From an optimization exercise on the open Yosys and OpenROAD flow, aimed at small area; shortcuts taken in it are not production practice. In this exercise RTL edits were held to simulation tests only and were not proved equivalent to the original. Power figures rest on the tool's default switching activity, not on a simulated workload.

==> flow/design.v <==
module vram_scanout #(
  parameter int          H_ACTIVE = 640,
  parameter int          H_FP     = 16,
  parameter int          H_SYNC   = 96,
  parameter int          H_BP     = 48,
  parameter int          V_ACTIVE = 480,
  parameter int          V_FP     = 10,
  parameter int          V_SYNC   = 2,
  parameter int          V_BP     = 33,
  parameter int          PIX_DIV  = 4,
  parameter logic [7:0]  FG_COLOR = 8'hFF,
  parameter logic [7:0]  BG_COLOR = 8'h00
) (
  input  logic                clk_i,
  input  logic                rst_ni,
  input  logic [H_ACTIVE-1:0] vram_rd_data_i,
  output logic [8:0]          vram_addr_o,
  output logic                vram_turn_o,
  output logic                pix_en_o,
  output logic                hsync_o,
  output logic                vsync_o,
  output logic [7:0]          rgb_o,
  output logic                frame_start_o
);
  localparam int H_TOTAL = H_ACTIVE + H_FP + H_SYNC + H_BP;
  localparam int V_TOTAL = V_ACTIVE + V_FP + V_SYNC + V_BP;
  localparam int HW = $clog2(H_TOTAL);
  localparam int VW = $clog2(V_TOTAL);
  localparam int DW = (PIX_DIV > 1) ? $clog2(PIX_DIV) : 1;
  localparam logic [DW-1:0] DIV_LAST = DW'(PIX_DIV - 1);
  localparam logic [HW-1:0] H_LAST   = HW'(H_TOTAL - 1);
  localparam logic [HW-1:0] H_ACT    = HW'(H_ACTIVE);
  localparam logic [HW-1:0] H_FETCH  = HW'(H_ACTIVE + 1);
  localparam logic [HW-1:0] HS_BEG   = HW'(H_ACTIVE + H_FP);
  localparam logic [HW-1:0] HS_END   = HW'(H_ACTIVE + H_FP + H_SYNC);
  localparam logic [VW-1:0] V_LAST   = VW'(V_TOTAL - 1);
  localparam logic [VW-1:0] V_ACT    = VW'(V_ACTIVE);
  localparam logic [VW-1:0] VS_BEG   = VW'(V_ACTIVE + V_FP);
  localparam logic [VW-1:0] VS_END   = VW'(V_ACTIVE + V_FP + V_SYNC);
  localparam int RL    = H_ACTIVE + 1;
  localparam int ROT0  = PIX_DIV * (H_TOTAL - H_ACTIVE) - 5;   
  localparam int TAP   = RL - 1;
  localparam int DINV = RL - (RL - 1) / PIX_DIV;
  localparam bit TAP_INV = ((1 + ROT0) % 2) == 1;
  logic [DW-1:0]       div_q;
  logic [HW-1:0]       hcnt_q;
  logic [VW-1:0]       lcnt_q;
  logic                ld_q, nld_q;
  logic                pix_q;
  logic [RL-1:0]       ring_q, ring_d;
  logic                pix_en;
  logic                line_end;
  logic                active;
  logic                guard;
  logic                past_fetch;
  logic                fetching;
  logic                tap;
  assign pix_en     = (div_q == DIV_LAST);
  assign line_end   = pix_en && (hcnt_q == H_LAST);
  assign guard      = (hcnt_q == H_FETCH) && (div_q == '0);
  assign past_fetch = (hcnt_q > H_FETCH) || ((hcnt_q == H_FETCH) && (div_q != '0));
  assign active     = (hcnt_q < H_ACT) && (lcnt_q < V_ACT);
  assign fetching   = (hcnt_q == H_FETCH) &&
                      (guard ? (lcnt_q < V_ACT - 1) || (lcnt_q == V_LAST) : (lcnt_q < V_ACT));
  assign tap        = ring_q[TAP] ^ TAP_INV;
  for (genvar p = 0; p < RL; p++) begin : g_ring
    localparam int H = ((((TAP - ROT0 - p) % RL + RL) % RL) * DINV) % RL;
    localparam int PREV = (p + RL - 1) % RL;
    if (H >= H_ACTIVE) begin : g_pass
      assign ring_d[p] = ~(ring_q[PREV] | ld_q);
    end else begin : g_load
      assign ring_d[p] = ~((vram_rd_data_i[H] | nld_q) & (ring_q[PREV] | ld_q));
    end
  end
  always_ff @(posedge clk_i) begin
    ring_q <= ring_d;
  end
  always_ff @(posedge clk_i) begin
    if (!rst_ni) begin
      div_q   <= '0;
      hcnt_q  <= '0;
      lcnt_q  <= '0;
      ld_q    <= 1'b1;
      nld_q   <= 1'b1;
      pix_q   <= 1'b0;
    end else begin
      if (line_end) {hcnt_q, div_q} <= '0;
      else          {hcnt_q, div_q} <= {hcnt_q, div_q} + 1'b1;
      if (guard) lcnt_q <= (lcnt_q == V_LAST) ? '0 : lcnt_q + 1'b1;
      if (pix_en) pix_q <= active && tap;
      ld_q    <= fetching && (div_q == DW'(2));
      nld_q   <= !(fetching && (div_q == DW'(2)));
    end
  end
  logic hs_n, vs_n;
  assign hs_n = (hcnt_q > HS_BEG) && (hcnt_q <= HS_END);
  assign vs_n = ((hcnt_q == '0) || past_fetch) ? (lcnt_q > VS_BEG) && (lcnt_q <= VS_END)
                                               : (lcnt_q >= VS_BEG) && (lcnt_q < VS_END);
  assign vram_addr_o = (lcnt_q < V_ACT) ? 9'(lcnt_q) : 9'(V_ACTIVE - 1);
  assign vram_turn_o   = !fetching;
  assign pix_en_o      = pix_en;
  assign hsync_o       = !hs_n;
  assign vsync_o       = !vs_n;
  assign rgb_o         = pix_q ? FG_COLOR : BG_COLOR;
  assign frame_start_o = (div_q == '0) && (hcnt_q == HW'(1)) && (lcnt_q == '0);
endmodule
==> flow/flow/run.sh <==
#!/bin/bash
# The standard ORFS layout (standard.sh), with two changes:
#  - each port gets the smallest buffer (buf_1) instead of the default one;
#  - CTS builds the tree from clkbuf_4 only, clusters up to 11 flip-flops per
#    leaf buffer and inserts no dummy loads.
set -euo pipefail
export BUFFER_PORTS_ARGS="-buffer_cell sky130_fd_sc_hd__buf_1"
export RECOVER_POWER=100
export CTS_ARGS="-sink_clustering_enable -repair_clock_nets -dont_use_dummy_load -sink_clustering_size 11 -sink_clustering_max_diameter 50 -buf_list sky130_fd_sc_hd__clkbuf_4 -root_buf sky130_fd_sc_hd__clkbuf_4"
bash standard.sh > make_flow.log 2>&1
==> flow/standard.sh <==
#!/bin/bash
# synth_recipe.tcl (not shown) runs the flow's synth.tcl, then flattens the netlist and writes it again
# the make line also repeats each setting of config.mk as NAME=value (left out here)
make -C /OpenROAD-flow-scripts/flow DESIGN_CONFIG=/design/flow/config.mk WORK_HOME=/design/flow/orfs CLKGATE_MAP_FILE= SYNTH_SCRIPT=/design/flow/synth_recipe.tcl "${@:-finish}"
==> flow/config.mk <==
export PLATFORM = sky130hd
export DESIGN_NAME = vram_scanout
export DESIGN_NICKNAME = vram_scanout
export VERILOG_FILES = /design/flow/design.v
export SDC_FILE = /design/flow/constraint.sdc
export NUM_CORES = 4
export LEC_CHECK = 0
export CAP_MARGIN = 0
export CORE_MARGIN = 2
export CORE_UTILIZATION = 50
export SLEW_MARGIN = 0
==> flow/constraint.sdc <==
create_clock -name core_clock -period 10.0 [get_ports {clk_i}]
set_input_delay 2.0000 -clock core_clock [delete_from_list [all_inputs] [get_ports {clk_i}]]
set_output_delay 2.0000 -clock core_clock [all_outputs]
set_load 0.01 [all_outputs]
==> results.txt, run 1 <==
* Synth Cell Area at 0.0190 mm2
* Synth top area cells: dfxtp_1 (70%), o22ai_1 (21%), clkbuf_1 (2.8%)
* Register-to-Register Path Depth at 2
* Hold path startpoint: ring_q[52]
* Max Freq at 161 MHz
* Die extent in x at 199 um
* Initial antenna violation count at 40
* Filler cells at 3442
* Num CTS Buffers at 71
* Hold Path Class: reg2reg
* Tmin final at 6.20 ns
* Syn Inst Count at 1623
* DPL Wire Length at 43700 um
* Vias in the first global route at 14200
* Status: finished with violations
* Routed WL at 60400 um
* CP Class: reg2reg
* Gate power share at 6.1%
* Core Area at 0.0375 mm2
* Sequential area share after synthesis at 70.3%
* R2r endpoint: ring_q[404]
* Crit path arrival time at 6.50 ns
* Worst rel slew slack at -214%
* FP Rows at 71
* Later-pin clock latency in the skew report at 0.78 ns
* Top_reg_cell synth: dfxtp_1
* CTS Buffer Depth at 3
* NumNets Final at 2859
* Cell depth of the worst hold path at 1
* Area after DPL at 0.0215 mm2
* Post-synth ARST share at 0%
* Multi-input gate area at 0.00492 mm2
* Worst ir drop on vdd at 132 uV
* Synth-to-Final Area Change at 16.7%
* CTS root buf: clkbuf_4
* Clock Sink Count at 666
* Total net switching power at 0.978 mW
* Worst Hold Path EP: ring_q[53]
* Htree depth at 3
* Syn Area/Cell at 11.7 um2
* Failing Checks: capacitance limit, slew limit
* Post-synth cell types at 47
* Routability Congestion at 0.854
* Dominant cell type by area after synthesis: dfxtp_1
* Worst-path cell chain: clkbuf_1 > o22ai_1
* Switching part of the total at 22.9%
* Die area at 0.0395 mm2
* GRT Total Usage at 29.0%
* Crit path max-delay family: buffers and inverters
* Synthesis Warnings at 1
* Cts repair resizes at 0
* Critical path required time at 10.30 ns
* Setup repair bufs after CTS at 0
* Starting Density at 50.6%
* FF+latch area at 0.0133 mm2
* Post-DRT Antenna Nets at 0
* Critical Path Fanout Max at 111
* Worst path slowest cell: clkbuf_1
* Design Area, Final at 0.0221 mm2
* Worst Tran Pin Value at 4.71 ns
* Leak at 8.00 nW
* Remaining global-route overflow at 0
* Post-Syn Nets at 2271
* Register clock-pin slew on the reported worst setup and hold paths at 0.11 ns
* Share of layout cells above drive strength 1 at 3.76%
* # hold bufs at CTS at 0
* RSZ-0062 raised after global routing: no
* Clock Power Share at 26.2%
* Internal at 3.30 mW
* I/O pins at 664
* Hold WS at 0.361 ns
* Maxcap violations at 4
* Largest net degree at the start of global routing at 262
* Hold Violations, Final at 0
* Yosys reg bits at 666
* CP peak stage delay at 3.29 ns
* Setup violations, final at 0
* Pins Over Slew Limit at 358
* CP bufs+invs at 1
* Crit. End Element: register
* FF-to-FF setup slack at 3.80 ns
* Initial drt markers at 676
* Port bufs at 663
* Final period utilization at 62.0%
* CTS tree: done
* Routed len/inst at 22.0 um
* Post-synth EDFFs at 0
* Pwr dens at 194 mW/mm2
* Layout Skew at 0.0816 ns
* Setup TNS at 0 ns
* Commonest non-fill, non-tap cell in the layout: dfxtp_1
* First-pass GRT wire length at 85100 um
* Sequential power share at 67.7%
* Commonest non-fill, non-tap cells in the layout: dfxtp_1 (665), buf_1 (662), o22ai_1 (640)
* Overall Power at 4.28 mW
* Via count at 15100
* Share of the synthesized area in the top cell type at 70.3%
* DRC at 0
* Critical R2R Launch: ld_q
* Routed vias/inst at 5.49
* Fin util at 59.0%
* Crit start category: register
* Vert. Die Dim at 199 um
* DRT Pass-1 Iters at 5
[Yosys cell counts (all sizes together) (6+ instances only)]
cell,instances
inv,10
ha,6
nand4,10
o22ai,640
xor2,6
buf,16
nand3,12
nand2,13
nor2,21
dfxtp,666
o21ai,12
a21oi,11
clkbuf,142
[flip-flops by register name, summed over array words and instances, names as in the netlist]
signal,count
ring_q,641
lcnt_q,10
ld_q,1
pix_q,1
nld_q,1
hcnt_q,10
div_q,2
[power groups by stage]
| stage | Combinational [mW] | Sequential, mW | Clock (mW) |
|---|---|---|---|
| global route | 0.291 | 2.91 | 1.27 |
| floorplan | 0.135 | 2.93 | 0 |
| finish | 0.260 | 2.90 | 1.12 |
| global placement | 0.247 | 2.95 | 0 |
| CTS | 0.257 | 2.90 | 1.16 |
| detailed placement | 0.256 | 2.95 | 0 |
[logic make-up after synthesis]
logic type	Yosys count	share of synthesized area [%]
fa+ha+maj	6	0.396
buf+inv	168	3.55
xor+xnor	10	0.462
compound gates	677	22.4
simple gates	96	2.90
flops	666	70.3
[through the flow]
step | setup slack, ns | instances
after CTS | 5.20 | 2720
after global routing | 3.18 | 2741
final | 3.80 | 2750
after global placement | 6.13 | 2649
after detailed placement | 6.11 | 2649
after floorplan | 6.59 | 1623
[layout make-up]
| type | instances | share of cell area (%) |
|---|---|---|
| flip-flops and latches | 666 | 60.3 |
| multi-input cells | 789 | 22.3 |
| repair buffers | 673 | 11.6 |
| well taps | 511 | 2.89 |
| clock buffers | 71 | 2.41 |
| diodes | 30 | 0.340 |
| inverters | 10 | 0.170 |
[per-layer routing]
| layer | share of wire (%) | vias up | GRT usage, % |
|---|---|---|---|
| met5 | 0.30 | - | 0 |
| met4 | 2.2 | 26 | 12.0 |
| met3 | 9.4 | 105 | 11.7 |
| met2 | 49 | 481 | 47.6 |
| met1 | 39 | 7109 | 33.6 |
| li1 | - | 7370 | - |
[how the worst max path moves through the flow]
stage	startpoint	endpoint	slack [ns]	cells after the start
final	ld_q	ring_q[404]	3.80	2
after global routing	ld_q	ring_q[404]	3.18	2
after CTS	hcnt_q[1]	vsync_o	5.20	5
after detailed placement	hcnt_q[1]	vsync_o	6.11	5
after global placement	hcnt_q[1]	vsync_o	6.13	5
after floorplan	hcnt_q[4]	vsync_o	6.59	5
==> run 2, diff against run 1 <==
--- a/flow/flow/run.sh
+++ b/flow/flow/run.sh
@@ -5,6 +5,5 @@
 #    leaf buffer and inserts no dummy loads.
 set -euo pipefail
 export BUFFER_PORTS_ARGS="-buffer_cell sky130_fd_sc_hd__buf_1"
-export RECOVER_POWER=100
 export CTS_ARGS="-sink_clustering_enable -repair_clock_nets -dont_use_dummy_load -sink_clustering_size 11 -sink_clustering_max_diameter 50 -buf_list sky130_fd_sc_hd__clkbuf_4 -root_buf sky130_fd_sc_hd__clkbuf_4"
 bash standard.sh > make_flow.log 2>&1
--- a/flow/config.mk
+++ b/flow/config.mk
@@ -8,4 +8,5 @@
 export CAP_MARGIN = 0
 export CORE_MARGIN = 2
 export CORE_UTILIZATION = 50
+export PLACE_DENSITY = 0.85
 export SLEW_MARGIN = 0
==> run 2 against run 1 <==
Net effect: now clean on timing, DRC and antenna; design area rose by 0.24%; setup slack improved by 1.6 ns; highest routed layer unchanged; sequential power barely moved; largest power group unchanged; largest cell class unchanged.
==> results.txt, run 2 <==
* Initial antenna violation count at 40
* Largest net degree at the start of global routing at 256
* Setup repair bufs after CTS at 0
* Leak at 8.03 nW
* Hold path startpoint: ring_q[270]
* Share of layout cells above drive strength 1 at 4.03%
* DRC at 0
* Post-synth ARST share at 0%
* Num CTS Buffers at 72
* Worst Tran Pin Value at 1.11 ns
* Sequential area share after synthesis at 70.3%
* Cts repair resizes at 0
* CP peak stage delay at 0.71 ns
* Max Freq at 217 MHz
* Maxcap violations at 0
* Critical path required time at 8.00 ns
* Commonest non-fill, non-tap cells in the layout: dfxtp_1 (664), buf_1 (663), o22ai_1 (640)
* CP Class: reg2out
* Synth Cell Area at 0.0190 mm2
* Port bufs at 663
* Total net switching power at 0.975 mW
* Register-to-Register Path Depth at 3
* Synthesis Warnings at 1
* Worst Hold Path EP: ring_q[271]
* Starting Density at 50.6%
* I/O pins at 664
* Core Area at 0.0375 mm2
* Status: no timing/DRC/antenna violations
* Switching part of the total at 22.8%
* Worst ir drop on vdd at 142 uV
* RSZ-0062 raised after global routing: no
* Worst rel slew slack at 26.3%
* CTS root buf: clkbuf_4
* Die extent in x at 199 um
* Layout Cells excl Fill at 2752
* Routability Congestion at 0.887
* Worst path slowest cell: nor4_1
* Later-pin clock latency in the skew report at 0.78 ns
* Yosys reg bits at 666
* DPL Wire Length at 39700 um
* CTS tree: done
* Commonest cells in the synthesized netlist: dfxtp_1 (666), o22ai_1 (640), clkbuf_1 (141)
* Clock Sink Count at 666
* Critical Path Fanout Max at 8
* Max reg flops at 641
* Pwr dens at 193 mW/mm2
* Largest regs: ring_q x641, hcnt_q x10, lcnt_q x10
* Worst-path cell chain: nor4_1 > nand4_1 > and3_1 > o211ai_1 > buf_1
* Crit start category: register
* Post-Syn Nets at 2271
* Syn Inst Count at 1623
* Gate power share at 6.2%
* Crit path max-delay family: simple AND/OR/NAND/NOR gates
* Setup violations, final at 0
* Design Area, Final at 0.0222 mm2
* Routed WL at 55500 um
* Critical R2R Launch: ld_q
* Vert. Die Dim at 199 um
* Synth-to-Final Area Change at 16.9%
* Post-DRT Antenna Nets at 0
* Initial drt markers at 733
* Placed insts at 2647
* Top_reg_cell synth: dfxtp_1
* Post-synth cell types at 47
* Crit path arrival time at 2.61 ns
* Layout Skew at 0.0698 ns
* Final period utilization at 46.1%
* Crit. End Element: output pin
* Overall Power at 4.28 mW
* Sequential power share at 67.9%
* Synth top area cells: dfxtp_1 (70%), o22ai_1 (21%), clkbuf_1 (2.8%)
* Remaining global-route overflow at 0
* Tmin final at 4.61 ns
* First-pass GRT wire length at 78600 um
* R2r endpoint: ring_q[1]
* Register clock-pin slew on the reported worst setup and hold paths at 0.12 ns
* Cell depth of the worst hold path at 1
* Die area at 0.0395 mm2
* FF-to-FF setup slack at 6.79 ns
* Pins Over Slew Limit at 0
* GRT Total Usage at 26.2%
* Htree depth at 3
* Hold Violations, Final at 0
* Clock Power Share at 26.0%
* Vias in the first global route at 14200
* NumNets Final at 2858
* Via count at 15400
* Most common cell in the netlist: dfxtp_1
* Routed vias/inst at 5.58
* FP Rows at 71
* Post-synth EDFFs at 0
* Setup TNS at 0 ns
* Routed len/inst at 20.2 um
* Share of the synthesized area in the top cell type at 70.3%
* Area after DPL at 0.0215 mm2
* DRT Pass-1 Iters at 5
* CTS Buffer Depth at 3
* # hold bufs at CTS at 0
* Hold Path Class: reg2reg
* Largest Register: ring_q
* Commonest non-fill, non-tap cell in the layout: dfxtp_1
* Syn Area/Cell at 11.7 um2
* Dominant cell type by area after synthesis: dfxtp_1
* CP bufs+invs at 1
* Internal at 3.30 mW
[run 2: worst reg2reg max path, cell delays in order, from the launching register on]
cell	delay [ns]
dfxtp_4	0.86
buf_4	0.95
buf_4	1.03
o22ai_1	0.24
[run 2: logic make-up after synthesis]
kind of cell / Yosys count / synth area share, %
and+or+nand+nor: 96 / 2.90
adders and majority gates: 6 / 0.396
xor gates and xnor gates: 10 / 0.462
AOI/OAI and AO/OA: 677 / 22.4
buffers and inverters: 168 / 3.55
DFF: 666 / 70.3
[run 2: how the worst max path moves through the flow]
stage	from	endpoint	slack [ns]	depth (start not counted)
after floorplan	hcnt_q[4]	vsync_o	6.59	5
after global placement	hcnt_q[1]	vsync_o	6.31	5
after detailed placement	hcnt_q[1]	vsync_o	6.23	5
after CTS	hcnt_q[2]	vsync_o	5.34	5
after global routing	hcnt_q[2]	vsync_o	5.22	5
final	hcnt_q[2]	vsync_o	5.39	5
[run 2: layer usage]
metal | GRT usage, % | share of wire (%) | routed length, um
met5 | 0 | 0.14 | 79
met4 | 18.6 | 5.3 | 2940
met3 | 9.14 | 8.7 | 4810
met2 | 41.7 | 49 | 27000
met1 | 29.4 | 37 | 20700
[run 2: stage by stage]
stage / util [%] / hold slack (ns) / worst slack, ns
after detailed placement: 57.5 / 0.404 / 6.23
after global routing: 59.1 / 0.388 / 5.22
final: 59.1 / 0.378 / 5.39
after global placement: 57.5 / 0.399 / 6.31
after CTS: 58.9 / 0.366 / 5.34
after floorplan: - / 0.363 / 6.59
[run 2: final cells by class]
type	instances	area [um2]
diodes	33	82.6
clock buffers	72	541
inverters	10	37.5
multi-input cells	789	4950
fillers	3051	15300
flip-flops and latches	666	13300
well taps	511	639
repair buffers	671	2570
[run 2: power groups by stage]
| stage | Sequential [mW] | Clock, mW | Combinational (mW) |
|---|---|---|---|
| floorplan | 2.93 | 0 | 0.135 |
| global placement | 2.96 | 0 | 0.245 |
| global route | 2.92 | 1.24 | 0.292 |
| CTS | 2.90 | 1.14 | 0.261 |
| finish | 2.90 | 1.11 | 0.263 |
| detailed placement | 2.96 | 0 | 0.259 |
==> run 3, diff against run 2 <==
--- a/flow/config.mk
+++ b/flow/config.mk
@@ -8,5 +8,4 @@
 export CAP_MARGIN = 0
 export CORE_MARGIN = 2
 export CORE_UTILIZATION = 50
-export PLACE_DENSITY = 0.85
 export SLEW_MARGIN = 0
==> run 3 against run 2 <==
Net effect: non-clock buffer count grew 2; sequential share of layout area is essentially flat; clock power is essentially flat; synthesized area is the same; die area is the same; via count shrank 1.5%; flip-flop and latch count is the same; combinational power shrank 2%; critical path depth is the same; critical endpoint unchanged; largest power group unchanged; routed wire length grew 9.0%; setup slack lost 0.098 ns; global-route usage grew 2.8 points.
==> results.txt, run 3 <==
* Tmin final at 4.70 ns
* Syn Inst Count at 1623
* Initial drt markers at 694
* Dominant cell type by area after synthesis: dfxtp_1
* Layout Cells excl Fill at 2751
* Crit path arrival time at 2.70 ns
* Crit. End Element: output pin
* NumNets Final at 2859
* Filler cells at 3437
* Hold WS at 0.351 ns
* Synthesis Warnings at 1
* RSZ-0062 raised after global routing: no
* Routed WL at 60500 um
* Share of the synthesized area in the top cell type at 70.3%
* Routability Congestion at 0.854
* CP Class: reg2out
* Placed insts at 2649
* Htree depth at 3
* Later-pin clock latency in the skew report at 0.79 ns
* Hold Path Class: reg2reg
* DPL Wire Length at 43700 um
* Hold Violations, Final at 0
* Worst ir drop on vdd at 132 uV
* Clock Sink Count at 666
* Max reg flops at 641
* Layout Skew at 0.101 ns
* Critical Path Fanout Max at 5
* GRT Total Usage at 29.0%
* Setup repair bufs after CTS at 0
* Routed len/inst at 22.0 um
* CTS root buf: clkbuf_4
* Remaining global-route overflow at 0
* Via count at 15100
* DRC at 0
* Synth top area cells: dfxtp_1 (70%), o22ai_1 (21%), clkbuf_1 (2.8%)
* FF+latch area at 0.0133 mm2
* Critical path required time at 8.00 ns
* Sequential area share after synthesis at 70.3%
* Leak at 8.03 nW
* CTS tree: done
* Status: no timing/DRC/antenna violations
* Synth-to-Final Area Change at 16.9%
* Num CTS Buffers at 71
* Vert. Die Dim at 199 um
* DRT Pass-1 Iters at 6
* Synth Cell Area at 0.0190 mm2
* Post-synth EDFFs at 0
* CTS Buffer Depth at 3
* # hold bufs at CTS at 0
* Setup TNS at 0 ns
* Post-synth ARST share at 0%
* Multi-input gate area at 0.00495 mm2
* Area after DPL at 0.0215 mm2
* Most used routing layer: met2
* Top_reg_cell synth: dfxtp_1
* Cts repair resizes at 0
* Routed vias/inst at 5.50
* Design Area, Final at 0.0222 mm2
* Met2 Resource Use GR at 47.6%
* Vias in the first global route at 14200
* I/O pins at 664
* Met1 Use GR at 33.6%
* Most common cell in the netlist: dfxtp_1
* Max Freq at 213 MHz
* Post-DRT Antenna Nets at 0
* Worst Tran Pin Value at 1.19 ns
* Share of layout cells above drive strength 1 at 4.07%
* Critical R2R Launch: nld_q
* Commonest non-fill, non-tap cells in the layout: dfxtp_1 (664), buf_1 (663), o22ai_1 (640)
* Final period utilization at 47.0%
* Post-Syn Nets at 2271
* Setup violations, final at 0
* Starting Density at 50.6%
* Die area at 0.0395 mm2
* Crit start category: register
* Die extent in x at 199 um
* Commonest non-fill, non-tap cell in the layout: dfxtp_1
* Post-synth cell types at 47
* Commonest cells in the synthesized netlist: dfxtp_1 (666), o22ai_1 (640), clkbuf_1 (141)
* Port bufs at 663
* Largest regs: ring_q x641, hcnt_q x10, lcnt_q x10
* Largest net degree at the start of global routing at 262
* Met3 Use GR at 11.7%
* Initial antenna violation count at 40
* Core Area at 0.0375 mm2
* Hold path startpoint: ring_q[52]
* Register clock-pin slew on the reported worst setup and hold paths at 0.12 ns
* Pwr dens at 193 mW/mm2
* Maxcap violations at 0
* Yosys reg bits at 666
* Pins Over Slew Limit at 0
* First-pass GRT wire length at 85100 um
* FP Rows at 71
* Largest Register: ring_q
* Critical Path Source: hcnt_q[1]
* Worst rel slew slack at 20.7%
* Syn Area/Cell at 11.7 um2
[run 3: changes by cell type in the layout (fill, tap and decap cells not counted)]
cell      delta
buf_12       -1
buf_4        +3
clkbuf_4     -1
diode_2      -2
[run 3: worst max-delay path, stage by stage (launching register included)]
cell and delay [ns]:
dfxtp_1 0.38, nor4_1 0.66, nand4_1 0.21, and3_1 0.23, o211ai_1 0.28, buf_1 0.19
[run 3: report_power, final]
group / internal [mW] / leakage [nW] / switching, mW
Sequential: 2.84 / 5.58 / 0.0598
Combinational: 0.132 / 2.13 / 0.125
Clock: 0.329 / 0.327 / 0.795
Total: 3.30 / 8.03 / 0.980
[run 3: layer usage]
layer  wire length (um)  share of wire, %
met1              23400                39
met2              29800                49
met3               5830               9.6
met4               1280               2.1
met5                171              0.28
[run 3: path summary, 6_finish.rpt]
check / endpoint / slack (ns) / cells after the start
max reg2reg: ring_q[504] / 6.78 / 3
min reg2reg: ring_q[53] / 0.35 / 1
min: ring_q[53] / 0.35 / 1
max: vsync_o / 5.30 / 5
[run 3: final cells by class]
| type | count | area share [%] |
|---|---|---|
| multi-input cells | 789 | 22.3 |
| repair buffers | 673 | 11.6 |
| diodes | 31 | 0.350 |
| well taps | 511 | 2.89 |
| flip-flops and latches | 666 | 60.2 |
| clock buffers | 71 | 2.41 |
| inverters | 10 | 0.169 |
[run 3: metrics by stage]
step	power [mW]	setup slack (ns)	util, %
floorplan	3.07	6.59	-
global placement	3.20	6.13	57.5
detailed placement	3.21	6.11	57.5
CTS	4.32	5.20	58.9
global route	4.47	5.05	59.0
finish	4.28	5.30	59.1
[run 3: kinds of logic (layout without fill, tap and decap cells)]
family,after synthesis,in the layout,synth area share [%]
AO/OA/AOI/OAI,677,677,22.4
XOR/XNOR,10,10,0.462
adder cells (fa/ha/maj),6,6,0.396
buffers and inverters,168,754,3.55
flip-flops,666,666,70.3
other,0,31,0
AND/OR/NAND/NOR,96,96,2.90
==> run 4, diff against run 3 <==
==> flow/flow/run.sh (replaced) <==
#!/bin/bash
# The standard ORFS layout (standard.sh), with two changes:
#  - each port gets the smallest buffer (buf_1) instead of the default one;
#  - CTS builds the tree from clkbuf_4 only, clusters up to 11 flip-flops per
#    leaf buffer and inserts no dummy loads.
set -euo pipefail
export BUFFER_PORTS_ARGS="-buffer_cell sky130_fd_sc_hd__buf_1"
export CTS_ARGS="-sink_clustering_enable -repair_clock_nets -dont_use_dummy_load -sink_clustering_size 11 -sink_clustering_max_diameter 40 -buf_list sky130_fd_sc_hd__clkbuf_4 -root_buf sky130_fd_sc_hd__clkbuf_4"
bash standard.sh > make_flow.log 2>&1
==> run 4 against run 3 <==
Net effect: routed wire length is 0.20% lower; core utilization up 0.13 points; flip-flop and latch count unchanged; worst hold slack better by 0.027 ns; count of clock-buffer cells in the layout increased by 6; setup slack improved by 0.093 ns; sequential share of layout area shrank 0.14 points; cell count increased by 0.29%; clock skew down 0.025 ns; largest cell class unchanged; highest routed layer unchanged.
==> results.txt, run 4 <==
* Status: no timing/DRC/antenna violations
* Hold Violations, Final at 0
* Synth Cell Area at 0.0190 mm2
* Adder-cell area share of the yosys netlist at 0.396%
* Tmin final at 4.61 ns
* Vias in the first global route at 14200
* Largest Register: ring_q
* Num CTS Buffers at 77
* I/O pins at 664
* Pins Over Slew Limit at 0
* Routed WL at 60400 um
* Crit. End Element: output pin
* Switching part of the total at 22.7%
* Critical Path Fanout Max at 5
* CTS Buffer Depth at 3
* Cell depth of the worst hold path at 1
* Commonest non-fill, non-tap cells in the layout: dfxtp_1 (664), buf_1 (663), o22ai_1 (640)
* Maxcap violations at 0
* Routed len/inst at 21.9 um
* Setup violations, final at 0
* Final period utilization at 46.1%
* Via count at 15200
* Worst rel slew slack at 21.6%
* Starting Density at 50.6%
* Post-DRT Antenna Nets at 0
* Post-synthesis mux area share at 0%
* Most common cell in the netlist: dfxtp_1
* Largest regs: ring_q x641, hcnt_q x10, lcnt_q x10
* Leak at 8.06 nW
* Sequential power share at 67.3%
* Largest net degree at the start of global routing at 262
* CTS root buf: clkbuf_4
* Initial drt markers at 687
* Worst ir drop on vdd at 125 uV
* Clock Power Share at 26.7%
* Setup repair bufs after CTS at 0
* Crit path max-delay family: simple AND/OR/NAND/NOR gates
* Post-synth EDFFs at 0
* Crit start category: register
* Post-synthesis xor/xnor area fraction at 0.462%
* Initial antenna violation count at 42
* Sequential area share after synthesis at 70.3%
* DRT Pass-1 Iters at 5
* First-pass GRT wire length at 84700 um
* Max reg flops at 641
* Share of layout cells above drive strength 1 at 4.33%
* Clock Sink Count at 666
* Later-pin clock latency in the skew report at 0.79 ns
* Total net switching power at 0.978 mW
* Post-Syn Nets at 2271
* Pwr dens at 194 mW/mm2
* GRT Total Usage at 28.9%
* Hold Path Class: reg2reg
* Syn Inst Count at 1623
* FF-to-FF setup slack at 6.84 ns
* CP peak stage delay at 0.64 ns
* Routed vias/inst at 5.50
* CTS tree: done
* Layout Skew at 0.0767 ns
* Dominant cell type by area after synthesis: dfxtp_1
* Htree depth at 3
* Synth-to-Final Area Change at 17.1%
* Die area at 0.0395 mm2
* Cts repair resizes at 0
* Setup TNS at 0 ns
* Post-synth cell types at 47
* Max Freq at 217 MHz
* Post-synth ARST share at 0%
* CP bufs+invs at 1
* Worst Tran Pin Value at 1.18 ns
* Worst path slowest cell: nor4_1
* Largest family of logic cells by synthesized area: compound AO/OA/AOI/OAI gates
* Remaining global-route overflow at 0
* Filler cells at 3427
* Multi-input gate area at 0.00495 mm2
* Worst slack at placement at 6.11 ns
* Top_reg_cell synth: dfxtp_1
* Post-Synth Simple-Gate Area at 2.90%
* Die extent in x at 199 um
* CP Class: reg2out
* FF+latch area at 0.0133 mm2
* Routability Congestion at 0.854
* Commonest non-fill, non-tap cell in the layout: dfxtp_1
* Yosys reg bits at 666
* Overall Power at 4.30 mW
* Commonest cells in the synthesized netlist: dfxtp_1 (666), o22ai_1 (640), clkbuf_1 (141)
* Synthesis Warnings at 1
* # hold bufs at CTS at 0
* Critical path depth at 5
* Synth Area in Compound Gates at 22.4%
* Register-to-Register Path Depth at 3
* Syn Area/Cell at 11.7 um2
* RSZ-0062 raised after global routing: no
* Port bufs at 663
* Crit path arrival time at 2.61 ns
* Gate power share at 6.0%
* Vert. Die Dim at 199 um
* Fin util at 59.2%
* Worst setup margin at 5.39 ns
* Critical path required time at 8.00 ns
* DRC at 0
* DPL Wire Length at 43700 um
* NumNets Final at 2865
* Internal at 3.32 mW
* Core Area at 0.0375 mm2
* Worst-path cell chain: nor4_1 > nand4_1 > and3_1 > o211ai_1 > buf_1
* FP Rows at 71
* Register clock-pin slew on the reported worst setup and hold paths at 0.11 ns
* Synth top area cells: dfxtp_1 (70%), o22ai_1 (21%), clkbuf_1 (2.8%)
* Share of the synthesized area in the top cell type at 70.3%
-- run 4: layer usage --
metal / vias to the layer above / global-route usage, % / part of all wire [%]
met5: - / 0 / 0.30
met4: 26 / 11.8 / 2.7
met1: 7137 / 33.4 / 39
met2: 510 / 47.3 / 49
met3: 113 / 12.1 / 9.5
li1: 7379 / - / -
-- run 4: final timing paths --
| kind | from | end |
|---|---|---|
| worst max-delay path | hcnt_q[1] | vsync_o |
| worst min-delay path | ring_q[54] | ring_q[55] |
| worst max register to register | nld_q | ring_q[524] |
| worst min register to register | ring_q[54] | ring_q[55] |
-- run 4: cell families (layout without fill, tap and decap cells) --
kind of cell               count (synthesis)  count (layout)
AOI/OAI and AO/OA                        677             677
xor gates and xnor gates                  10              10
adders and majority gates                  6               6
buffers and inverters                    168             760
DFF                                      666             666
other                                      0              33
and+or+nand+nor                           96              96
-- run 4: power groups by stage --
stage	Clock, mW	Sequential (mW)	Combinational [mW]
after floorplan	0	2.93	0.135
after global placement	0	2.95	0.247
after detailed placement	0	2.95	0.256
after CTS	1.19	2.90	0.257
after global routing	1.29	2.91	0.287
final	1.15	2.90	0.258
-- run 4: worst reg2reg max path, delay by kind of cell (launching register included) --
family | cells | cell delay (ns)
flip-flops | 1 | 0.93
AO/OA/AOI/OAI | 1 | 0.27
buffers and inverters | 2 | 1.85
-- run 4: metrics by stage --
stage / hold slack [ns] / area, um2 / instances
floorplan: 0.363 / 19000 / 1623
detailed placement: 0.369 / 21500 / 2649
finish: 0.379 / 22200 / 2759
global route: 0.392 / 22200 / 2748
global placement: 0.372 / 21500 / 2649
CTS: 0.372 / 22100 / 2726
-- run 4: cell type report --
type	count	area share, %
multi-input cells	789	22.3
inverters	10	0.169
clock buffers	77	2.60
well taps	511	2.88
flip-flops and latches	666	60.1
repair buffers	673	11.6
diodes	33	0.372
==> run 5, diff against run 4 <==
--- a/flow/design.v
+++ b/flow/design.v
@@ -47,18 +47,17 @@
   logic [VW-1:0]       lcnt_q;
   logic                ld_q, nld_q;
   logic                pix_q;
+  logic                vs_q;
   logic [RL-1:0]       ring_q, ring_d;
   logic                pix_en;
   logic                line_end;
   logic                active;
   logic                guard;
-  logic                past_fetch;
   logic                fetching;
   logic                tap;
   assign pix_en     = (div_q == DIV_LAST);
   assign line_end   = pix_en && (hcnt_q == H_LAST);
   assign guard      = (hcnt_q == H_FETCH) && (div_q == '0);
-  assign past_fetch = (hcnt_q > H_FETCH) || ((hcnt_q == H_FETCH) && (div_q != '0));
   assign active     = (hcnt_q < H_ACT) && (lcnt_q < V_ACT);
   assign fetching   = (hcnt_q == H_FETCH) &&
                       (guard ? (lcnt_q < V_ACT - 1) || (lcnt_q == V_LAST) : (lcnt_q < V_ACT));
@@ -83,24 +82,24 @@
       ld_q    <= 1'b1;
       nld_q   <= 1'b1;
       pix_q   <= 1'b0;
+      vs_q    <= 1'b1;
     end else begin
       if (line_end) {hcnt_q, div_q} <= '0;
       else          {hcnt_q, div_q} <= {hcnt_q, div_q} + 1'b1;
       if (guard) lcnt_q <= (lcnt_q == V_LAST) ? '0 : lcnt_q + 1'b1;
       if (pix_en) pix_q <= active && tap;
+      if (pix_en && hcnt_q == '0) vs_q <= !((lcnt_q >= VS_BEG) && (lcnt_q < VS_END));
       ld_q    <= fetching && (div_q == DW'(2));
       nld_q   <= !(fetching && (div_q == DW'(2)));
     end
   end
-  logic hs_n, vs_n;
+  logic hs_n;
   assign hs_n = (hcnt_q > HS_BEG) && (hcnt_q <= HS_END);
-  assign vs_n = ((hcnt_q == '0) || past_fetch) ? (lcnt_q > VS_BEG) && (lcnt_q <= VS_END)
-                                               : (lcnt_q >= VS_BEG) && (lcnt_q < VS_END);
   assign vram_addr_o = (lcnt_q < V_ACT) ? 9'(lcnt_q) : 9'(V_ACTIVE - 1);
   assign vram_turn_o   = !fetching;
   assign pix_en_o      = pix_en;
   assign hsync_o       = !hs_n;
-  assign vsync_o       = !vs_n;
+  assign vsync_o       = vs_q;
   assign rgb_o         = pix_q ? FG_COLOR : BG_COLOR;
   assign frame_start_o = (div_q == '0) && (hcnt_q == HW'(1)) && (lcnt_q == '0);
 endmodule
==> flow/flow/run.sh (replaced) <==
#!/bin/bash
# The standard ORFS layout (standard.sh), with two changes:
#  - each port gets the smallest buffer (buf_1) instead of the default one;
#  - CTS builds the tree from clkbuf_4 only, clusters up to 11 flip-flops per
#    leaf buffer and inserts no dummy loads.
set -euo pipefail
export BUFFER_PORTS_ARGS="-buffer_cell sky130_fd_sc_hd__buf_1"
export CTS_ARGS="-sink_clustering_enable -repair_clock_nets -dont_use_dummy_load -sink_clustering_size 11 -sink_clustering_max_diameter 50 -buf_list sky130_fd_sc_hd__clkbuf_4 -root_buf sky130_fd_sc_hd__clkbuf_4"
bash standard.sh > make_flow.log 2>&1
--- a/flow/config.mk
+++ b/flow/config.mk
@@ -8,4 +8,5 @@
 export CAP_MARGIN = 0
 export CORE_MARGIN = 2
 export CORE_UTILIZATION = 50
+export PLACE_DENSITY = 0.85
 export SLEW_MARGIN = 0
==> run 5 against run 4 <==
Net effect: still clean on timing, DRC and antenna; sequential share of layout area grew 0.34 points; total power decreased by 0.43%; combinational power is 2% higher; worst hold slack worse by 0.033 ns; critical path depth down 1; clock power down 3%; synthesized area hardly changed; register-to-register slack improved by 0.29 ns; cell count fell by 1.2%; critical path type unchanged; critical endpoint is now frame_start_o.
==> results.txt, run 5 <==
* CTS tree: done
* Most common cell in the netlist: dfxtp_1
* Dominant cell type by area after synthesis: dfxtp_1
* Worst-path cell chain: or4_1 > or4_1 > nor4_1 > buf_1
* Setup violations, final at 0
* Commonest non-fill, non-tap cell in the layout: dfxtp_1
* Tmin final at 4.68 ns
* Htree depth at 3
* Critical path required time at 8.00 ns
* Critical Path Most Common Cell: or4_1
* Status: no timing/DRC/antenna violations
* GRT Total Usage at 26.2%
* DRC at 0
* Syn Area/Cell at 11.7 um2
* Worst path slowest cell: or4_1
* Yosys reg bits at 667
* Routed vias/inst at 5.62
* # hold bufs at CTS at 0
* Die extent in x at 199 um
* Crit start category: register
* Setup TNS at 0 ns
* Largest regs: ring_q x641, hcnt_q x10, lcnt_q x10
* CP peak stage delay at 0.58 ns
* Routability Congestion at 0.882
* Worst rel slew slack at 23.8%
* Share of the synthesized area in the top cell type at 70.5%
* Initial drt markers at 887
* Post-synth EDFFs at 0
* Starting Density at 50.5%
* Via count at 15300
* Cts repair resizes at 0
* Clock Sink Count at 667
* Post-synth cell types at 42
* CTS root buf: clkbuf_4
* Hold Violations, Final at 0
* Num CTS Buffers at 72
* Maxcap violations at 0
* Pwr dens at 194 mW/mm2
* Vert. Die Dim at 199 um
* Synth-to-Final Area Change at 16.8%
* Sequential area share after synthesis at 70.5%
* Remaining global-route overflow at 0
* Setup repair bufs after CTS at 0
* Worst ir drop on vdd at 143 uV
* Routed len/inst at 20.4 um
* Synth Cell Area at 0.0189 mm2
* Core Area at 0.0375 mm2
* CP Class: reg2out
* FP Rows at 71
* Hold Path Class: reg2reg
* Largest net degree at the start of global routing at 268
* Layout Skew at 0.0828 ns
* Filler cells at 3035
* Final period utilization at 46.8%
* Leak at 8.01 nW
* Max Freq at 214 MHz
* Pins Over Slew Limit at 0
* Synthesis Warnings at 1
* Crit. End Element: output pin
* I/O pins at 664
* DPL Wire Length at 39200 um
* Die area at 0.0394 mm2
* Register-to-Register Path Depth at 3
* Post-Syn Nets at 2262
* Cell depth of the worst hold path at 1
* Register clock-pin slew on the reported worst setup and hold paths at 0.10 ns
* Max reg flops at 641
* Routed WL at 55500 um
* Initial antenna violation count at 23
* Vias in the first global route at 14500
* Critical Path Fanout Max at 8
* Top_reg_cell synth: dfxtp_1
* RSZ-0062 raised after global routing: no
* Fin util at 59.0%
* CTS Buffer Depth at 3
* Port bufs at 663
* Synth top area cells: dfxtp_1 (71%), o22ai_1 (21%), clkbuf_1 (2.8%)
* Post-DRT Antenna Nets at 0
* Crit path arrival time at 2.68 ns
* DRT Pass-1 Iters at 5
* Post-synth ARST share at 0%
* Worst Tran Pin Value at 1.14 ns
* Later-pin clock latency in the skew report at 0.80 ns
* NumNets Final at 2845
* Syn Inst Count at 1614
* Commonest non-fill, non-tap cells in the layout: dfxtp_1 (665), buf_1 (663), o22ai_1 (640)
* Share of layout cells above drive strength 1 at 3.96%
* First-pass GRT wire length at 78800 um
* Largest Register: ring_q
* Commonest cells in the synthesized netlist: dfxtp_1 (667), o22ai_1 (640), clkbuf_1 (143)
## run 5: per-stage QoR
| step | power [mW] | area, um2 | setup slack, ns | hold WS, ns | cells |
|---|---|---|---|---|---|
| 6_report | 4.28 | 22100 | 5.32 | 0.346 | 2727 |
| 5_1_grt | 4.45 | 22100 | 5.07 | 0.377 | 2722 |
| 4_1_cts | 4.30 | 22100 | 5.21 | 0.348 | 2706 |
| 3_5_place_dp | 3.22 | 21500 | 6.07 | 0.391 | 2634 |
| 3_3_place_gp | 3.20 | 21500 | 6.08 | 0.380 | 2634 |
| 2_1_floorplan | 3.07 | 18900 | 6.28 | 0.363 | 1614 |
## run 5: power breakdown
part,leakage [nW],internal (mW),switching [mW]
Sequential,5.59,2.84,0.0657
Combinational,2.09,0.133,0.132
Clock,0.331,0.334,0.780
Total,8.01,3.31,0.977
## run 5: area by class of cell
cell class / count / area, um2 / share of cell area, %
flip-flops and latches: 667 / 13400 / 60.4
multi-input cells: 776 / 4890 / 22.1
repair buffers: 669 / 2580 / 11.7
well taps: 511 / 639 / 2.89
clock buffers: 72 / 541 / 2.44
diodes: 21 / 52.6 / 0.238
inverters: 11 / 41.3 / 0.187
## run 5: kinds of logic after synthesis
logic type      Yosys count  synth area share, %
fa+ha+maj                 6                0.396
flops                   667                 70.5
compound gates          662                 21.8
mux                       4                0.211
simple gates             91                 2.84
buf+inv                 171                 3.63
xor+xnor                 13                0.601
## run 5: worst max-delay path, delay by kind of cell (launching register included)
family | cells | cell delay, ns
flip-flops | 1 | 0.39
buffers and inverters | 1 | 0.21
AND/OR/NAND/NOR | 3 | 1.35
## run 5: path summary, 6_finish.rpt
check | from | endpoint | slack, ns
min reg2reg | ring_q[368] | ring_q[369] | 0.35
max | hcnt_q[6] | frame_start_o | 5.32
min | ring_q[368] | ring_q[369] | 0.35
max reg2reg | ld_q | ring_q[259] | 7.13
## run 5: per-layer routing
metal	track usage, %	vias up	wire length [um]
li1	-	7299	-
met5	0	-	26
met2	42.4	712	26600
met4	16.0	4	3280
met3	8.75	197	4830
met1	30.0	7102	20800
==> run 6, diff against run 5 <==
--- a/flow/config.mk
+++ b/flow/config.mk
@@ -8,5 +8,4 @@
 export CAP_MARGIN = 0
 export CORE_MARGIN = 2
 export CORE_UTILIZATION = 50
-export PLACE_DENSITY = 0.85
 export SLEW_MARGIN = 0
==> run 6 against run 5 <==
Net effect: sequential power barely moved; sequential share of layout area barely moved; register-to-register slack improved by 0.02 ns; total power fell by 0.28%; combinational power fell by 2%; flip-flop and latch count did not move; non-clock buffer count did not move; global-route usage rose by 2.3 points; worst hold slack improved by 0.023 ns; core utilization barely moved; cell count barely moved; design area barely moved.
==> results.txt, run 6 <==
* Status: no timing/DRC/antenna violations
* R2r endpoint: ring_q[244]
* Commonest cells in the synthesized netlist: dfxtp_1 (667), o22ai_1 (640), clkbuf_1 (143)
* Initial antenna violation count at 25
* Routed len/inst at 21.7 um
* First-pass GRT wire length at 84000 um
* Worst slack at placement at 6.17 ns
* Largest regs: ring_q x641, hcnt_q x10, lcnt_q x10
* DRC at 0
* Worst ir drop on vdd at 125 uV
* Pins Over Slew Limit at 0
* Dominant cell type by area after synthesis: dfxtp_1
* Worst setup margin at 5.40 ns
* Critical path required time at 8.00 ns
* Setup TNS at 0 ns
* Worst rel slew slack at 12.7%
* Commonest non-fill, non-tap cells in the layout: dfxtp_1 (665), buf_1 (663), o22ai_1 (640)
* Remaining global-route overflow at 0
* Initial drt markers at 687
* Commonest non-fill, non-tap cell in the layout: dfxtp_1
* Top_reg_cell synth: dfxtp_1
* Cell depth of the worst hold path at 1
* Largest net degree at the start of global routing at 275
* Leak at 8.00 nW
* Starting Density at 50.5%
* # hold bufs at CTS at 0
* Sequential area share after synthesis at 70.5%
* Register-to-Register Path Depth at 3
* Most common cell in the netlist: dfxtp_1
* Vias in the first global route at 14100
* Post-synth EDFFs at 0
* Routed vias/inst at 5.49
* Htree depth at 3
* Final period utilization at 46.0%
* Post-DRT Antenna Nets at 0
* Maxcap violations at 0
* Via count at 15000
* Largest Register: ring_q
* Vert. Die Dim at 199 um
* Synth-to-Final Area Change at 16.7%
* FF+latch area at 0.0134 mm2
* CTS tree: done
* Port bufs at 663
* Hold path startpoint: ring_q[8]
* Post-synth cell types at 42
* Max Freq at 217 MHz
* DRT Pass-1 Iters at 5
* Filler cells at 3404
* Cts repair resizes at 0
* Tmin final at 4.60 ns
* CTS Buffer Depth at 3
* Hold Path Class: reg2reg
* Routed WL at 59200 um
* Routability Congestion at 0.846
* Die extent in x at 199 um
* GRT Total Usage at 28.5%
* NumNets Final at 2843
* Share of the synthesized area in the top cell type at 70.5%
* Critical R2R Launch: ld_q
* Hold Violations, Final at 0
* Register clock-pin slew on the reported worst setup and hold paths at 0.11 ns
* Layout Skew at 0.0500 ns
* I/O pins at 664
* Setup violations, final at 0
* CTS root buf: clkbuf_4
* Post-synth ARST share at 0%
* Pwr dens at 193 mW/mm2
* Die area at 0.0394 mm2
* Share of layout cells above drive strength 1 at 3.88%
* Syn Area/Cell at 11.7 um2
* Setup repair bufs after CTS at 0
* Crit. End Element: output pin
* Critical Path Fanout Max at 11
* Synthesis Warnings at 1
* Yosys reg bits at 667
* Worst Hold Path EP: ring_q[9]
* Post-Syn Nets at 2262
* Crit path arrival time at 2.60 ns
* Multi-input gate area at 0.00489 mm2
* Synth top area cells: dfxtp_1 (71%), o22ai_1 (21%), clkbuf_1 (2.8%)
* Max reg flops at 641
* RSZ-0062 raised after global routing: no
* Worst Tran Pin Value at 1.31 ns
* Core Area at 0.0375 mm2
* Num CTS Buffers at 70
* CP Class: reg2out
* Later-pin clock latency in the skew report at 0.75 ns
* Crit start category: register
* FP Rows at 71
* DPL Wire Length at 42300 um
* Syn Inst Count at 1614
* Synth Cell Area at 0.0189 mm2
* Clock Sink Count at 667
* FF-to-FF setup slack at 7.15 ns
## run 6: cell counts after synthesis
No cell type changed its count.
## run 6: worst max-delay path, stage by stage, from the launching register on
cell and delay [ns]:
dfxtp_1 0.36, inv_1 0.09, ha_1 0.27, nand4bb_1 0.16, or4_4 0.61, a2bb2oi_1 0.20, buf_1 0.16
## run 6: kinds of logic after synthesis
logic type               Yosys count  share of synthesized area (%)
AND/OR/NAND/NOR                   91                           2.84
flip-flops                       667                           70.5
XOR/XNOR                          13                          0.601
adder cells (fa/ha/maj)            6                          0.396
multiplexers                       4                          0.211
AO/OA/AOI/OAI                    662                           21.8
buffers and inverters            171                           3.63
## run 6: layout make-up
type	count	share of cell area, %
well taps	511	2.89
flip-flops and latches	667	60.5
inverters	11	0.187
repair buffers	669	11.7
multi-input cells	776	22.1
clock buffers	70	2.38
diodes	21	0.238
## run 6: worst max path at each step
stage / from / end / slack [ns] / cells past startpoint
finish: div_q[0] / vram_turn_o / 5.40 / 6
global route: div_q[0] / vram_turn_o / 5.16 / 6
CTS: div_q[0] / vram_turn_o / 5.29 / 6
detailed placement: div_q[0] / vram_turn_o / 6.17 / 6
global placement: hcnt_q[3] / vram_turn_o / 6.18 / 4
floorplan: hcnt_q[6] / frame_start_o / 6.28 / 4
## run 6: metrics by stage
| stage | area [um2] | power [mW] | cells | util [%] | hold slack [ns] |
|---|---|---|---|---|---|
| floorplan | 18900 | 3.07 | 1614 | - | 0.363 |
| global placement | 21500 | 3.20 | 2634 | 57.4 | 0.376 |
| detailed placement | 21500 | 3.21 | 2634 | 57.4 | 0.392 |
| CTS | 22000 | 4.32 | 2704 | 58.8 | 0.389 |
| global route | 22100 | 4.47 | 2716 | 58.9 | 0.396 |
| finish | 22100 | 4.27 | 2725 | 58.9 | 0.368 |
## run 6: power by group
group | switching (mW) | internal, mW
logic | 0.127 | 0.133
clock network | 0.791 | 0.325
registers | 0.0565 | 2.84
## run 6: routing by layer
| metal | GRT usage (%) | wire (um) | vias up |
|---|---|---|---|
| met5 | 0 | 103 | - |
| met4 | 11.7 | 1690 | 16 |
| met3 | 10.4 | 5460 | 118 |
| met2 | 47.2 | 28900 | 509 |
| met1 | 33.4 | 23100 | 7012 |
| li1 | - | - | 7296 |
==> run 7, diff against run 6 <==
==> flow/flow/run.sh (replaced) <==
#!/bin/bash
# The standard ORFS layout (standard.sh), with two changes:
#  - each port gets the smallest buffer (buf_1) instead of the default one;
#  - CTS builds the tree from clkbuf_4 only, clusters up to 11 flip-flops per
#    leaf buffer and inserts no dummy loads.
set -euo pipefail
export BUFFER_PORTS_ARGS="-buffer_cell sky130_fd_sc_hd__buf_1"
export CTS_ARGS="-sink_clustering_enable -repair_clock_nets -dont_use_dummy_load -sink_clustering_size 11 -sink_clustering_max_diameter 70 -buf_list sky130_fd_sc_hd__clkbuf_4 -root_buf sky130_fd_sc_hd__clkbuf_4"
bash standard.sh > make_flow.log 2>&1
==> run 7 against run 6 <==
Net effect: still clean; critical path type unchanged; die area unchanged; via count decreased by 0.32%; fmax decreased by 0.47%.
==> results.txt, run 7 <==
* Most common cell in the netlist: dfxtp_1
* Overall Power at 4.27 mW
* Setup violations, final at 0
* Routability Congestion at 0.846
* Share of the synthesized area in the top cell type at 70.5%
* Synth Cell Area at 0.0189 mm2
* Sequential area share after synthesis at 70.5%
* Share of layout cells above drive strength 1 at 3.88%
* Setup repair bufs after CTS at 0
* Port bufs at 663
* Routed vias/inst at 5.47
* Cts repair resizes at 0
* Max reg flops at 641
* Post-synth cell types at 42
* Worst setup margin at 5.38 ns
* CP Class: reg2out
* Routed WL at 59100 um
* Placed insts at 2634
* Largest Register: ring_q
* I/O pins at 664
* Maxcap violations at 0
* Vias in the first global route at 14100
* Die extent in x at 199 um
* Synth-to-Final Area Change at 16.7%
* Leak at 8.00 nW
* Register clock-pin slew on the reported worst setup and hold paths at 0.12 ns
* Largest net degree at the start of global routing at 275
* # hold bufs at CTS at 0
* Top_reg_cell synth: dfxtp_1
* First-pass GRT wire length at 83900 um
* NumNets Final at 2843
* FP Rows at 71
* Syn Area/Cell at 11.7 um2
* Final period utilization at 46.2%
* CTS tree: done
* Worst slack at placement at 6.17 ns
* Critical Path Fanout Max at 11
* Crit path to: vram_turn_o
* Via count at 14900
* DRC at 0
* Starting Density at 50.5%
* Post-DRT Antenna Nets at 0
* Clock Sink Count at 667
* Dominant cell type by area after synthesis: dfxtp_1
* CTS Buffer Depth at 3
* Synth top area cells: dfxtp_1 (71%), o22ai_1 (21%), clkbuf_1 (2.8%)
* Routed len/inst at 21.7 um
* Htree depth at 3
* Pwr dens at 193 mW/mm2
* Core Area at 0.0375 mm2
* Critical Path Source: hcnt_q[3]
* Pins Over Slew Limit at 0
* Syn Inst Count at 1614
* Crit start category: register
* Synthesis Warnings at 1
* Vert. Die Dim at 199 um
* CTS root buf: clkbuf_4
* Hold Violations, Final at 0
* Layout Skew at 0.0640 ns
* Register-to-Register Path Depth at 3
* Initial drt markers at 664
* DRT Pass-1 Iters at 5
* Commonest non-fill, non-tap cell in the layout: dfxtp_1
* Largest regs: ring_q x641, hcnt_q x10, lcnt_q x10
* Num CTS Buffers at 70
* Initial antenna violation count at 22
* FF-to-FF setup slack at 7.17 ns
* Worst Tran Pin Value at 1.33 ns
* Critical path required time at 8.00 ns
* Status: no timing/DRC/antenna violations
* Crit. End Element: output pin
* Critical R2R Launch: nld_q
* RSZ-0062 raised after global routing: no
* Remaining global-route overflow at 0
* Post-Syn Nets at 2262
* Later-pin clock latency in the skew report at 0.77 ns
* DPL Wire Length at 42300 um
* Yosys reg bits at 667
* Hold Path Class: reg2reg
* Post-synth EDFFs at 0
* Max Freq at 216 MHz
* Commonest cells in the synthesized netlist: dfxtp_1 (667), o22ai_1 (640), clkbuf_1 (143)
* Crit path arrival time at 2.62 ns
* Die area at 0.0394 mm2
* GRT Total Usage at 28.4%
* Layout Cells excl Fill at 2723
* R2r endpoint: ring_q[335]
* Commonest non-fill, non-tap cells in the layout: dfxtp_1 (665), buf_1 (663), o22ai_1 (640)
* Tmin final at 4.62 ns
* Worst rel slew slack at 11.1%
* Setup TNS at 0 ns
* Worst ir drop on vdd at 116 uV
* Post-synth ARST share at 0%
==> run 7: worst min-delay path by stage <==
stage / to / cells past startpoint / start
floorplan: ring_q[9] / 1 / ring_q[8]
global placement: ring_q[9] / 1 / ring_q[8]
detailed placement: ring_q[9] / 1 / ring_q[8]
CTS: ring_q[493] / 1 / ring_q[492]
global route: ring_q[69] / 1 / ring_q[68]
finish: ring_q[493] / 1 / ring_q[492]
==> run 7: where the power goes <==
group / total [mW] / switching [mW] / internal [mW]
clock network: 1.11 / 0.788 / 0.325
logic: 0.259 / 0.126 / 0.133
registers: 2.90 / 0.0562 / 2.84
total: 4.27 / 0.970 / 3.30
==> run 7: kinds of logic after synthesis <==
| group | after synthesis | share of synthesized area, % |
|---|---|---|
| flip-flops | 667 | 70.5 |
| AO/OA/AOI/OAI | 662 | 21.8 |
| buffers and inverters | 171 | 3.63 |
| AND/OR/NAND/NOR | 91 | 2.84 |
| XOR/XNOR | 13 | 0.601 |
| adder cells (fa/ha/maj) | 6 | 0.396 |
| multiplexers | 4 | 0.211 |
==> run 7: critical path, cell delays in order, from the launching register on <==
cell	delay, ns
dfxtp_1	0.36
or3_1	0.51
or4_4	0.65
a2bb2oi_1	0.20
buf_1	0.16
==> run 7: metal layers <==
metal  up-vias  share of wire (%)  global-route usage [%]
met5         -               0.15                       0
met2       490                 49                    47.9
met4        12                2.8                    10.9
met1      6999                 40                    33.2
met3       113                8.4                    10.0
li1       7289                  -                       -
==> run 7: cell type report <==
| cell class | count | area, um2 |
|---|---|---|
| fill | 3364 | 15400 |
| sequential | 667 | 13400 |
| multi-input combinational | 776 | 4890 |
| timing repair buffer | 669 | 2580 |
| tap | 511 | 639 |
| clock buffer | 70 | 526 |
| antenna | 19 | 47.5 |
| inverter | 11 | 41.3 |
==> run 7: through the flow <==
step	hold WS, ns	utilization, %	instance area, um2
floorplan	0.363	-	18900
global placement	0.376	57.4	21500
detailed placement	0.392	57.4	21500
CTS	0.377	58.8	22000
global route	0.387	58.9	22100
finish	0.374	58.9	22100

==> afterwards: timing with drivers on the ports <==
The results above use ideal ports. As a check the final layouts listed here were re-extracted and re-timed, cells and wires unchanged.
Step 1 (the two cells are an assumption about what drives the block):
set clk [get_ports {clk_i}]
set_driving_cell -lib_cell sky130_fd_sc_hd__clkbuf_16 $clk
set_driving_cell -lib_cell sky130_fd_sc_hd__buf_2 [delete_from_list [all_inputs] $clk]
Step 2 times the ports against the registers' clock, not the clock port: input delays grow and output delays shrink by t, the midpoint of the rising clock arrivals with the driver on.
Three values: ideal, step 1, step 2; two values: the first two.
| run | t (ns) | slack for setup (ns) | worst setup path at the end | cell pins on the clock port's net |
|---|---|---|---|---|
| run 1 | 0.793 | 3.804 / 3.804 / 3.804 | register to register | 1 |
| run 2 | 0.790 | 5.393 / 5.343 / 6.133 | register to output | 1 |
| run 3 | 0.793 | 5.295 / 5.243 / 6.036 | register to output | 1 |
| run 4 | 0.793 | 5.388 / 5.336 / 6.129 | register to output | 1 |
| run 5 | 0.807 | 5.321 / 5.271 / 6.078 | register to output | 1 |
| run 6 | 0.791 | 5.399 / 5.345 / 6.136 | register to output | 1 |
| run 7 | 0.789 | 5.377 / 5.325 / 6.114 | register to output | 1 |
